Background: an optimization exercise with open tools, aiming at small area. Do not read the settings as production practice. Function was checked by simulation only, so behaviour that the tests miss may differ from the original. No activity file was given, so power comes from the tool's default toggle rates.

Design decodeStage, start of the top module:
module decodeStage (
    input  logic                      CLK,
    input  logic                      RESET,
    input  logic                      instrValid,
    input  logic [31:0]               instr,
    input  logic [31:0]               pc,
    input  logic                      writeEnable,
    input  logic [4:0]                writeReg,
    input  logic [31:0]               writeData,
    output logic                      outValid,
    output logic [31:0]               instrOut,
    output logic [31:0]               pcOut,
    output logic [31:0]               operandA,
    output logic [31:0]               operandB,
    output logic [4:0]                writeRegOut,
    output logic                      regWriteOut,
    output logic                      memReadOut,
    output logic                      memWriteOut,
    output logic [31:0]               memWriteData,
    output mipsDecodePkg::aluOp_t     aluOpOut,
    output logic [4:0]                shiftAmount,
    output logic [31:0]               altPc,
    output logic                      requestAltPc,
    output logic                      sys
);
Size in the first run: ~3000 cells after synthesis, roughly 320 I/O pins.
export LEC_CHECK = 0
export CAP_MARGIN = 10
export CORE_MARGIN = 2
export CORE_UTILIZATION = 60
export CTS_BUF_LIST = sky130_fd_sc_hd__clkbuf_16 sky130_fd_sc_hd__clkbuf_8
export CTS_CLUSTER_DIAMETER = 80
export CTS_CLUSTER_SIZE = 30
export PLACE_DENSITY = 0.75
export SLEW_MARGIN = 10
export SYNTH_HIERARCHICAL = 1
create_clock -name core_clock -period 5.5 [get_ports {CLK}]
standard.sh (not shown) runs the stock make flow with config.mk's settings and CLKGATE_MAP_FILE= SYNTH_SCRIPT=/design/flow/synth_recipe.tcl, a recipe that flattens the netlist after the stock synthesis.
==> flow/flow/run.sh <==
#!/bin/bash
# The standard layout, with two changes to how ORFS makes it:
#  - the port buffers are the smallest buffer cell instead of clkdlybuf4s50_1
#  - clock tree synthesis adds no dummy loads to balance the tree; its other
#    arguments are the ones ORFS builds from config.mk's CTS_* settings
set -euo pipefail
export BUFFER_PORTS_ARGS="-buffer_cell sky130_fd_sc_hd__buf_1"
export CTS_ARGS="-sink_clustering_enable -repair_clock_nets -sink_clustering_size 30 -sink_clustering_max_diameter 80 -buf_list {sky130_fd_sc_hd__clkbuf_16 sky130_fd_sc_hd__clkbuf_8} -dont_use_dummy_load"
bash standard.sh > standard_flow.log 2>&1
Next try:
==> flow/flow/run.sh (replaced) <==
#!/bin/bash
# The standard layout, with one change to how ORFS makes it:
#  - the port buffers are the smallest buffer cell instead of clkdlybuf4s50_1
set -euo pipefail
export BUFFER_PORTS_ARGS="-buffer_cell sky130_fd_sc_hd__buf_1"
bash standard.sh > standard_flow.log 2>&1
CORE_UTILIZATION = 50   (was 60)
PLACE_DENSITY = 0.65   (was 0.75)
=>
- power rose by about 4%
- register-to-register slack is better by 0.13 ns
- design area rose by 1.2%
- wire length rose by 2.1%
- clock skew fell by 0.030 ns
- worst setup slack is better by 0.17 ns
Next try:
CORE_UTILIZATION = 60   (was 50)
PLACE_DENSITY = 0.75   (was 0.65)
=> Global-route usage goes up by 6.6 points; register-to-register slack got worse by 0.30 ns; via count rose slightly; design area fell slightly; total power went down slightly; synthesized cell count does not change; worst hold slack is better by 0.045 ns; die area came out lower by about a fifth; first-iteration DRC count grows by a few percent; combinational power is about the same; count of clock-buffer cells in the layout decreases by 2.
Next try:
--- a/flow/flow/run.sh
+++ b/flow/flow/run.sh
@@ -2 +2 @@
-# The standard layout, with one change to how ORFS makes it:
+# The standard layout, with two changes to how ORFS makes it:
@@ -3,0 +4,2 @@
+#  - clock tree synthesis adds no dummy loads to balance the tree; its other
+#    arguments are the ones ORFS builds from config.mk's CTS_* settings
@@ -5,0 +8 @@
+export CTS_ARGS="-sink_clustering_enable -repair_clock_nets -sink_clustering_size 30 -sink_clustering_max_diameter 80 -buf_list {sky130_fd_sc_hd__clkbuf_16 sky130_fd_sc_hd__clkbuf_8} -dont_use_dummy_load"
CORE_UTILIZATION = 50   (was 60)
PLACE_DENSITY = 0.65   (was 0.75)
Effect: Via count is lower by 1.5%. Combinational power hardly moves. First-iteration DRC count came out lower by 9.7%. Worst setup slack improved by 0.46 ns. Power drops by 2.2%. Wire length is higher by 1.8%. Clock skew grows by 0.024 ns. Final cell count climbs by 4.4%. Count of clock-buffer cells in the layout rises by 1.

-- port drivers added, routing unchanged --
No port has a modelled driver above. Below, the same layouts with a new extraction and two added sets of constraints.
Step 1: set_driving_cell puts a clkbuf_16 on CLK and a buf_2 on each other input, an assumption about the parent block.
Step 2, shift: input delay + t, output delay - t, t = (earliest + latest rising clock arrival at the registers) / 2. This alone moves slack from input paths to output paths.
a / b / c = ideal / step 1 / step 2; a / b = the first two.
run | t (ns) | slack for setup (ns) | worst hold slack (ns)
the first run | 0.719 | 0.591 / 0.575 / -0.143 | 0.483 / 0.443 / 0.497
the second run | 0.739 | 0.760 / 0.720 / -0.019 | 0.437 / 0.399 / 0.509
the third run | 0.734 | 0.274 / 0.266 / -0.468 | 0.482 / 0.438 / 0.500
the fourth run | 0.733 | 0.734 / 0.709 / -0.024 | 0.430 / 0.390 / 0.504
Met with ideal ports but missed after step 2: setup timing in every run listed. For the second run, which loses most, drivers alone change the setup slack by -0.040 ns; drivers and shift together by -0.779 ns.
